What follows belongs to an exercise in optimizing a design on an open flow for small area, a short achievable clock period and few clock cycles per item; a production flow would make more cautious choices.
Function was checked by simulation only, so behaviour that the tests miss may differ from the original.

$ cat flow/run.sh
#!/bin/bash
# synth_recipe.tcl (not shown) runs the flow's synth.tcl, then flattens the netlist and writes it again
# the make line also repeats each setting of config.mk as NAME=value (left out here)
make -C /OpenROAD-flow-scripts/flow DESIGN_CONFIG=/design/flow/config.mk WORK_HOME=/design/flow/orfs CLKGATE_MAP_FILE= SYNTH_SCRIPT=/design/flow/synth_recipe.tcl finish
$ cat flow/config.mk
export PLATFORM = sky130hd
export DESIGN_NAME = rsa_wrapper
export DESIGN_NICKNAME = rsa_wrapper
export VERILOG_FILES = /design/flow/design.v
export SDC_FILE = /design/flow/constraint.sdc
export NUM_CORES = 4
export LEC_CHECK = 0
export CAP_MARGIN = 20
export CORE_MARGIN = 2
export CORE_UTILIZATION = 40
export SETUP_SLACK_MARGIN = 0.5
export SLEW_MARGIN = 20
$ cat flow/constraint.sdc
create_clock -name core_clock -period 16.0 [get_ports {avm_clk}]
set_input_delay 3.2000 -clock core_clock [delete_from_list [all_inputs] [get_ports {avm_clk}]]
set_output_delay 3.2000 -clock core_clock [all_outputs]
set_load 0.01 [all_outputs]
$ cat flow/design.v
package rsa_pkg;
    localparam int default_key_bits = 256;
    typedef enum logic [2:0] {
        core_idle,
        core_prep,
        core_square,
        core_multiply,
        core_done
    } core_state_e;
    typedef enum logic [1:0] {
        mont_idle,
        mont_run,
        mont_done
    } mont_state_e;
endpackage
package avm_pkg;
    localparam int addr_bits = 5;
    localparam logic [addr_bits-1:0] rx_base     = 5'd0;
    localparam logic [addr_bits-1:0] tx_base     = 5'd4;
    localparam logic [addr_bits-1:0] status_base = 5'd8;
    localparam int tx_ok_bit = 6;
    localparam int rx_ok_bit = 7;
    typedef enum logic [2:0] {
        poll_rx,
        read_n,
        read_d,
        read_c,
        compute,
        poll_tx,
        send
    } bus_state_e;
    typedef enum logic [1:0] {
        field_n,
        field_d,
        field_c
    } field_e;
endpackage
module rsa_modprod #(
    parameter int key_bits = rsa_pkg::default_key_bits
) (
    input  logic                avm_clk,
    input  logic                avm_rst,
    input  logic                start,
    input  logic [key_bits-1:0] a,
    input  logic [key_bits-1:0] n,
    output logic [key_bits-1:0] result,
    output logic                finished
);
    localparam int cnt_bits = $clog2(key_bits);
    rsa_pkg::mont_state_e         state;
    logic [cnt_bits-1:0] cnt;
    logic [key_bits-1:0] r;
    logic [key_bits:0]   r_dbl;
    logic [key_bits:0]   r_red;
    assign r_dbl = {r, 1'b0};
    assign r_red = (r_dbl >= {1'b0, n}) ? r_dbl - {1'b0, n} : r_dbl;
    assign result   = r;
    assign finished = (state == rsa_pkg::mont_done);
    always_ff @(posedge avm_clk or posedge avm_rst) begin
        if (avm_rst) begin
            state <= rsa_pkg::mont_idle;
            cnt   <= '0;
        end else begin
            case (state)
                rsa_pkg::mont_idle: begin
                    if (start) begin
                        state <= rsa_pkg::mont_run;
                        cnt   <= '0;
                    end
                end
                rsa_pkg::mont_run: begin
                    cnt <= cnt + 1'b1;
                    if (cnt == cnt_bits'(key_bits - 1)) begin
                        state <= rsa_pkg::mont_done;
                    end
                end
                default: state <= rsa_pkg::mont_idle;
            endcase
        end
    end
    always_ff @(posedge avm_clk) begin
        if (state == rsa_pkg::mont_idle && start) begin
            r <= (a >= n) ? a - n : a;
        end else if (state == rsa_pkg::mont_run) begin
            r <= r_red[key_bits-1:0];
        end
    end
endmodule
module rsa_mont #(
    parameter int key_bits = rsa_pkg::default_key_bits
) (
    input  logic                avm_clk,
    input  logic                avm_rst,
    input  logic                start,
    input  logic [key_bits-1:0] a,
    input  logic [key_bits-1:0] b,
    input  logic [key_bits-1:0] n,
    output logic [key_bits-1:0] result,
    output logic                finished
);
    localparam int cnt_bits = $clog2(key_bits);
    rsa_pkg::mont_state_e         state;
    logic [cnt_bits-1:0] cnt;
    logic [key_bits-1:0] a_sh;
    logic [key_bits:0]   s;
    logic [key_bits+1:0] s_add;
    logic [key_bits+1:0] s_odd;
    logic [key_bits:0]   s_half;
    logic                last;
    assign s_add  = {1'b0, s} + (a_sh[0] ? {2'b00, b} : '0);
    assign s_odd  = s_add[0] ? s_add + {2'b00, n} : s_add;
    assign s_half = s_odd[key_bits+1:1];
    assign last   = (cnt == cnt_bits'(key_bits - 1));
    assign result   = s[key_bits-1:0];
    assign finished = (state == rsa_pkg::mont_done);
    always_ff @(posedge avm_clk or posedge avm_rst) begin
        if (avm_rst) begin
            state <= rsa_pkg::mont_idle;
            cnt   <= '0;
        end else begin
            case (state)
                rsa_pkg::mont_idle: begin
                    if (start) begin
                        state <= rsa_pkg::mont_run;
                        cnt   <= '0;
                    end
                end
                rsa_pkg::mont_run: begin
                    cnt <= cnt + 1'b1;
                    if (last) begin
                        state <= rsa_pkg::mont_done;
                    end
                end
                default: state <= rsa_pkg::mont_idle;
            endcase
        end
    end
    always_ff @(posedge avm_clk) begin
        if (state == rsa_pkg::mont_idle && start) begin
            s    <= '0;
            a_sh <= a;
        end else if (state == rsa_pkg::mont_run) begin
            a_sh <= a_sh >> 1;
            if (last && s_half >= {1'b0, n}) begin
                s <= s_half - {1'b0, n};
            end else begin
                s <= s_half;
            end
        end
    end
endmodule
module rsa_core #(
    parameter int key_bits = rsa_pkg::default_key_bits
) (
    input  logic                avm_clk,
    input  logic                avm_rst,
    input  logic                start,
    input  logic [key_bits-1:0] a,
    input  logic [key_bits-1:0] d,
    input  logic [key_bits-1:0] n,
    output logic [key_bits-1:0] result,
    output logic                finished
);
    localparam int bit_cnt_bits = $clog2(key_bits);
    rsa_pkg::core_state_e             state;
    logic [bit_cnt_bits-1:0] bit_cnt;
    logic [key_bits-1:0]     acc;
    logic [key_bits-1:0]     pw;
    logic [key_bits-1:0]     d_sh;
    logic [key_bits-1:0]     mp_result;
    logic [key_bits-1:0]     mm_result;
    logic [key_bits-1:0]     mm_a;
    logic                    mp_start;
    logic                    mp_finished;
    logic                    mm_start;
    logic                    mm_finished;
    logic                    last_bit;
    rsa_modprod #(
        .key_bits (key_bits)
    ) u_modprod (
        .avm_clk  (avm_clk),
        .avm_rst  (avm_rst),
        .start    (mp_start),
        .a        (a),
        .n        (n),
        .result   (mp_result),
        .finished (mp_finished)
    );
    assign mm_a = (state == rsa_pkg::core_multiply) ? acc : pw;
    rsa_mont #(
        .key_bits (key_bits)
    ) u_mont (
        .avm_clk  (avm_clk),
        .avm_rst  (avm_rst),
        .start    (mm_start),
        .a        (mm_a),
        .b        (pw),
        .n        (n),
        .result   (mm_result),
        .finished (mm_finished)
    );
    assign last_bit = (bit_cnt == bit_cnt_bits'(key_bits - 1));
    assign result   = acc;
    assign finished = (state == rsa_pkg::core_done);
    always_ff @(posedge avm_clk or posedge avm_rst) begin
        if (avm_rst) begin
            state    <= rsa_pkg::core_idle;
            bit_cnt  <= '0;
            mp_start <= 1'b0;
            mm_start <= 1'b0;
        end else begin
            mp_start <= 1'b0;
            mm_start <= 1'b0;
            case (state)
                rsa_pkg::core_idle: begin
                    if (start) begin
                        state    <= rsa_pkg::core_prep;
                        bit_cnt  <= '0;
                        mp_start <= 1'b1;
                    end
                end
                rsa_pkg::core_prep: begin
                    if (mp_finished) begin
                        mm_start <= 1'b1;
                        state    <= d_sh[0] ? rsa_pkg::core_multiply : rsa_pkg::core_square;
                    end
                end
                rsa_pkg::core_multiply: begin
                    if (mm_finished) begin
                        mm_start <= 1'b1;
                        state    <= rsa_pkg::core_square;
                    end
                end
                rsa_pkg::core_square: begin
                    if (mm_finished) begin
                        if (last_bit) begin
                            state <= rsa_pkg::core_done;
                        end else begin
                            mm_start <= 1'b1;
                            bit_cnt  <= bit_cnt + 1'b1;
                            state    <= d_sh[1] ? rsa_pkg::core_multiply : rsa_pkg::core_square;
                        end
                    end
                end
                default: state <= rsa_pkg::core_idle;
            endcase
        end
    end
    always_ff @(posedge avm_clk) begin
        if (state == rsa_pkg::core_idle && start) begin
            acc  <= key_bits'(1);
            d_sh <= d;
        end
        if (state == rsa_pkg::core_prep && mp_finished) begin
            pw <= mp_result;
        end
        if (state == rsa_pkg::core_multiply && mm_finished) begin
            acc <= mm_result;
        end
        if (state == rsa_pkg::core_square && mm_finished) begin
            pw   <= mm_result;
            d_sh <= d_sh >> 1;
        end
    end
endmodule
module rsa_wrapper #(
    parameter int key_bits = rsa_pkg::default_key_bits
) (
    input  logic                          avm_clk,
    input  logic                          avm_rst,
    output logic [avm_pkg::addr_bits-1:0] avm_address,
    output logic                          avm_read,
    input  logic [31:0]                   avm_readdata,
    output logic                          avm_write,
    output logic [31:0]                   avm_writedata,
    input  logic                          avm_waitrequest
);
    localparam int n_bytes  = key_bits / 8;
    localparam int cnt_bits = $clog2(n_bytes + 1);
    avm_pkg::bus_state_e          state;
    avm_pkg::field_e              field;
    logic [cnt_bits-1:0] byte_cnt;
    logic [key_bits-1:0] n_r;
    logic [key_bits-1:0] d_r;
    logic [key_bits-1:0] c_r;
    logic [key_bits-1:0] tx_sh;
    logic [key_bits-1:0] core_result;
    logic                core_start;
    logic                core_finished;
    logic                last_rx;
    logic                last_tx;
    assign last_rx = (byte_cnt == cnt_bits'(n_bytes - 1));
    assign last_tx = (byte_cnt == cnt_bits'(n_bytes - 2));
    assign avm_writedata = {24'd0, tx_sh[key_bits-1 -: 8]};
    rsa_core #(
        .key_bits (key_bits)
    ) u_core (
        .avm_clk  (avm_clk),
        .avm_rst  (avm_rst),
        .start    (core_start),
        .a        (c_r),
        .d        (d_r),
        .n        (n_r),
        .result   (core_result),
        .finished (core_finished)
    );
    always_ff @(posedge avm_clk or posedge avm_rst) begin
        if (avm_rst) begin
            state       <= avm_pkg::poll_rx;
            field       <= avm_pkg::field_n;
            byte_cnt    <= '0;
            avm_address <= avm_pkg::status_base;
            avm_read    <= 1'b1;
            avm_write   <= 1'b0;
            core_start  <= 1'b0;
        end else begin
            core_start <= 1'b0;
            case (state)
                avm_pkg::poll_rx: begin
                    if (!avm_waitrequest && avm_readdata[avm_pkg::rx_ok_bit]) begin
                        avm_address <= avm_pkg::rx_base;
                        case (field)
                            avm_pkg::field_n: state <= avm_pkg::read_n;
                            avm_pkg::field_d: state <= avm_pkg::read_d;
                            default: state <= avm_pkg::read_c;
                        endcase
                    end
                end
                avm_pkg::read_n, avm_pkg::read_d, avm_pkg::read_c: begin
                    if (!avm_waitrequest) begin
                        if (last_rx) begin
                            byte_cnt <= '0;
                            case (field)
                                avm_pkg::field_n: field <= avm_pkg::field_d;
                                avm_pkg::field_d: field <= avm_pkg::field_c;
                                default: field <= avm_pkg::field_n;
                            endcase
                        end else begin
                            byte_cnt <= byte_cnt + 1'b1;
                        end
                        if (last_rx && field == avm_pkg::field_c) begin
                            avm_read   <= 1'b0;
                            core_start <= 1'b1;
                            state      <= avm_pkg::compute;
                        end else begin
                            avm_address <= avm_pkg::status_base;
                            state       <= avm_pkg::poll_rx;
                        end
                    end
                end
                avm_pkg::compute: begin
                    if (core_finished) begin
                        avm_read    <= 1'b1;
                        avm_address <= avm_pkg::status_base;
                        state       <= avm_pkg::poll_tx;
                    end
                end
                avm_pkg::poll_tx: begin
                    if (!avm_waitrequest && avm_readdata[avm_pkg::tx_ok_bit]) begin
                        avm_read    <= 1'b0;
                        avm_write   <= 1'b1;
                        avm_address <= avm_pkg::tx_base;
                        state       <= avm_pkg::send;
                    end
                end
                avm_pkg::send: begin
                    if (!avm_waitrequest) begin
                        avm_write   <= 1'b0;
                        avm_read    <= 1'b1;
                        avm_address <= avm_pkg::status_base;
                        if (last_tx) begin
                            byte_cnt <= '0;
                            state    <= avm_pkg::poll_rx;
                        end else begin
                            byte_cnt <= byte_cnt + 1'b1;
                            state    <= avm_pkg::poll_tx;
                        end
                    end
                end
                default: state <= avm_pkg::poll_rx;
            endcase
        end
    end
    always_ff @(posedge avm_clk) begin
        if (!avm_waitrequest) begin
            case (state)
                avm_pkg::read_n: n_r <= {n_r[key_bits-9:0], avm_readdata[7:0]};
                avm_pkg::read_d: d_r <= {d_r[key_bits-9:0], avm_readdata[7:0]};
                avm_pkg::read_c: c_r <= {c_r[key_bits-9:0], avm_readdata[7:0]};
                avm_pkg::send: tx_sh <= tx_sh << 8;
                default: begin
                end
            endcase
        end
        if (state == avm_pkg::compute && core_finished) begin
            tx_sh <= {core_result[key_bits-9:0], 8'h00};
        end
    end
endmodule
==> notes.md <==
==> flip-flops by register name (all words and copies together), names as in the netlist, 2 cells and up <==
signal	count
u_core.u_mont.state	2
state	3
u_core.d_sh	256
u_core.u_mont.s	257
tx_sh	248
avm_address	2
u_core.bit_cnt	8
u_core.acc	256
u_core.u_modprod.cnt	8
n_r	256
u_core.u_mont.cnt	8
u_core.u_modprod.state	2
u_core.pw	256
d_r	256
c_r	256
field	2
u_core.state	3
u_core.u_mont.a_sh	256
byte_cnt	6
u_core.u_modprod.r	256
==> cell families after synthesis <==
| kind of cell | Yosys count | share of synthesized area (%) |
|---|---|---|
| adder cells (fa/ha/maj) | 1289 | 8.24 |
| AND/OR/NAND/NOR | 9231 | 20.6 |
| XOR/XNOR | 1248 | 5.57 |
| buffers and inverters | 2126 | 4.25 |
| other | 1 | 0.00191 |
| flip-flops | 2602 | 38.4 |
| AO/OA/AOI/OAI | 7036 | 21.4 |
| multiplexers | 270 | 1.50 |
==> synth_stat cells, drive strengths merged, types with 15 or more instances <==
library cell	n	area [um2]
a41oi	21	184
o21a	178	1340
or4	26	199
o21bai	421	3160
o41ai	29	303
or2	54	338
nand4	653	4090
a221o	22	220
o221ai	31	272
nand2b	137	857
nor2b	114	713
o211ai	89	683
a31oi	389	2440
and4	33	289
a221oi	61	559
o31a	35	307
o22ai	27	169
o31ai	105	850
and2	388	2430
dfrtp	47	1180
a21oi	2681	13400
edfxtp	2295	68900
o21ai	1724	8650
mux2i	78	781
a21boi	95	717
and3	289	1810
a21o	668	5020
a31o	23	201
xnor2	781	6840
inv	725	2720
nor2	1737	6530
mux2	192	2160
clkbuf	1246	4680
nor3b	15	113
nand2	5066	19000
nand3	165	826
ha	1284	16100
dfxtp	258	5160
nor4	107	676
a211o	18	158
or3	98	618
a211oi	297	2230
buf	155	928
xor2	467	4090
nor3	305	1550
==> how the worst max path moves through the flow <==
| stage | start | to | slack [ns] | cells past startpoint |
|---|---|---|---|---|
| 4_1_cts | u_core.u_mont.a_sh[0] | u_core.u_mont.s[251] | 0.51 | 69 |
| 3_5_place_dp | u_core.u_mont.a_sh[0] | u_core.u_mont.s[239] | 0.08 | 69 |
| 5_1_grt | u_core.u_mont.a_sh[0] | u_core.u_mont.s[251] | 0.43 | 68 |
| 3_3_place_gp | u_core.u_mont.a_sh[0] | u_core.u_mont.s[251] | 0.28 | 64 |
| 2_1_floorplan | avm_waitrequest | c_r[0] | -2.08 | 2 |
| 6_report | u_core.u_mont.a_sh[0] | u_core.u_mont.s[251] | 0.99 | 67 |
==> layout make-up <==
type	instances	area, um2	area share, %
tap	6475	8100	3.64
sequential	2602	75300	33.8
inverter	725	2750	1.23
clock inverter	204	2540	1.14
multi-input combinational	19100	113000	51.0
timing repair buffer	1506	11900	5.37
clock buffer	383	8330	3.75
antenna	24	60.1	0.0270
==> repair_timing <==
action,CTS,global route
buffers inserted,2,14
cloned,0,3
endpoints found under the setup margin,250,257
pin swaps,2,16
gates resized for setup,14,124
==> through the flow <==
stage	utilization (%)	hold WS [ns]	instances	setup TNS, ns
after floorplan	-	0.426	23800	-1593.94
after global placement	43.1	0.428	30400	0
after detailed placement	43.1	0.431	30400	0
after CTS	45.3	0.410	31000	0
after global routing	45.5	0.422	31000	0
final	45.5	0.410	31000	0
==> report_power, final <==
| part | switching [W] | internal (W) |
|---|---|---|
| Clock | 0.00331 | 0.00434 |
| Sequential | 0.000720 | 0.00838 |
| Combinational | 0.0101 | 0.00548 |
==> per-layer routing <==
metal	up-vias	part of all wire, %
met4	14	3.5
met1	90800	46
met3	1094	8.3
li1	86500	-
met2	7321	42
met5	-	0.011
==> worst max-delay path: cells and delay by family, from the launching register on <==
kind	cells	cell delay [ns]
AOI/OAI and AO/OA	26	4.99
xor gates and xnor gates	3	0.38
DFF	1	0.45
muxes	2	0.45
and+or+nand+nor	20	5.20
buffers and inverters	13	2.31
adders and majority gates	3	0.98
==> metrics.csv <==
stage,metric,value,unit
worst_hold_path,number_of_cells_on_the_worst_hold_path,0,
route,routed_wl,886,mm
power_and_ir_drop,p_total,0.0324,W
sta,finalHoldViolations,0,
yosys,post_synthesis_cell_count,23800,
clock_network,cts_root_buffer,sky130_fd_sc_hd__clkbuf_16,
layout,postLayoutCellArea,223000,um2
route,drc,0,
yosys,yosys_warnings,4,
worst_hold_path,timing.hold.worst.class,reg2reg,
route,route.vias.total,186000,
grt,grtUsageMet1,49.8,%
grt,via_count_of_the_first_global_routing_pass,174000,
worst_setup_path,crit_fanout,55,
worst_setup_path,critical_path.most_common_cell,sky130_fd_sc_hd__buf_4,
yosys,postSynthRegisterBits,2602,
floorplanning,die_width,704,um
power_and_ir_drop,power.density,145,nW/um2
grt,use_met2,51.0,%
clock_network,tritoncts.num_buffers,319,
layout,syn_to_final_growth,13.4,%
worst_hold_path,whs_endpoint,d_r[116],
status,status,no timing/DRC/antenna violations,
worst_setup_path,r2r.worst_path.cells,67,
clock_network,clkSinkCount,2602,
clock_network,cts-root-to-sink-buffers,4,
layout,layout.cells.most_common_list,"5,060 x sky130_fd_sc_hd__nand2_1, 2,652 x sky130_fd_sc_hd__a21oi_1, 2,295 x sky130_fd_sc_hd__edfxtp_1, 1,727 x sky130_fd_sc_hd__nor2_1, 1,620 x sky130_fd_sc_hd__o21ai_0",
grt,global_route_hottest_layer,met2,
yosys,synthesis.area_per_instance,8.24,um2
sta,layout_worst_path_cycle_share,93.8,%
worst_setup_path,startpoint_type,register,
placed_design,detailed_place_hpwl,720,mm
floorplanning,number_of_standard_cell_rows_in_the_floorplan,257,
clock_network,cts_tree,built,
worst_setup_path,largest_stage_delay_worst_path,0.61,ns
sta,max_clock_freq,0.0666,GHz
grt,grt_first_pass_wirelength,1250,mm
sta,measured_slew_at_the_worst_slew_check_pin,1.28,ns
floorplanning,die_h,704,um
route,post_drt_via_cell_ratio,5.99,
route,drt-initial-drc-count,20300,
yosys,synth_edf_count,2295,
sta,rel_slew_slack,13.5,%
layout,fin_nets,25600,
sta,post-route-min-period,15.01,ns
grt,grt_use_total,34.0,%
sta,setup_slack,0.990,ns
worst_setup_path,r2r_end,u_core.u_mont.s[251],
floorplanning,die-area,496000,um2
grt,grt_remaining_overflow,0,
job,maxCapViolations,0,
yosys,count_of_unique_library_cells_instantiated_by_yosys,116,
route,drt_antenna_net_count,0,
worst_setup_path,critPathKind,reg2reg,
sta,rsz0062_at_grt,no,
placed_design,globalplace.congestion,1.02,
yosys,synthArstFlopShare,1.88,%
grt,grt_antenna_before_repair,56,
worst_setup_path,crit_required,16.85,ns
sta,slew_violations,0,
grt,grt_max_degree,199,
route,detail_route.wl_per_cell,28.6,um
placed_design,pre_cts_ws,0.0776,ns
placed_design,detailed_place.area,211000,um2
floorplanning,initial_cell_density_of_the_core,40.1,%
sta,setup-violations-final,0,
sta,final.setup_skew,0.138,ns
yosys,mappedNetlistArea,196000,um2
worst_setup_path,endpoint_kind,register,
layout,final.fill_count,48700,
yosys,synth_sequential_area_ratio,38.4,%
placed_design,buffer_ports.inserted,22,
layout,mostFrequentLayoutCell,sky130_fd_sc_hd__nand2_1,
clock_network,clkSlewWorstSetupHoldPaths,0.06,ns
worst_setup_path,rrSetupSlack,0.99,ns
worst_hold_path,timing.hold.worst.start,d_r[108],
clock_network,h-tree-depth,5,
layout,post_route_cells_drive_above_1_share,9.86,%
floorplanning,boundaryPins,74,
power_and_ir_drop,cellLeakagePower,88.4,nW
power_and_ir_drop,vdd.ir_drop.worst,0.111,mV
floorplanning,core_area,489000,um2
clock_network,ctsHoldBuffers,0,
worst_setup_path,critPathArrivalTime,15.86,ns
yosys,postSynth.topFlopCell,sky130_fd_sc_hd__edfxtp_1,
worst_setup_path,regToRegStartpoint,u_core.u_mont.a_sh[0],
route,drt_pre_antenna_iters,8,
worst_setup_path,crit_path_top_delay_cell,sky130_fd_sc_hd__or4_1,
clock_network,insertion_delay,1.07,ns
grt,gr-usage-met3,6.00,%
Testbench counts, summed over its fixed seeds: cycles 1,208,960, items 12.

-- separate check: timing with driven ports --
The flow's constraints put no driver on any port. The routed layout listed below was extracted and timed again, unchanged, in two steps. Step 1, drivers: a clkbuf_16 drives avm_clk and a buf_2 each remaining input, both assumed. Step 2 moves the port delays by t, midway between the first and last clock arrival at a register: inputs arrive t later, outputs are due t later. That takes back most of the time a late clock gives input paths. a / b / c = ideal / step 1 / step 2; a / b = the first two.
t (ns): 1.125
setup WS [ns]: 0.990 / 0.990 / 0.990
hold slack, ns: 0.410 / 0.410 / 0.410
worst setup path after step 2: register to register
cell pins on the clock port's net: 1
After both steps setup and hold are still met in this run. The setup slack of this run moves by 0.000 ns with the drivers and by 0.000 ns with both steps.
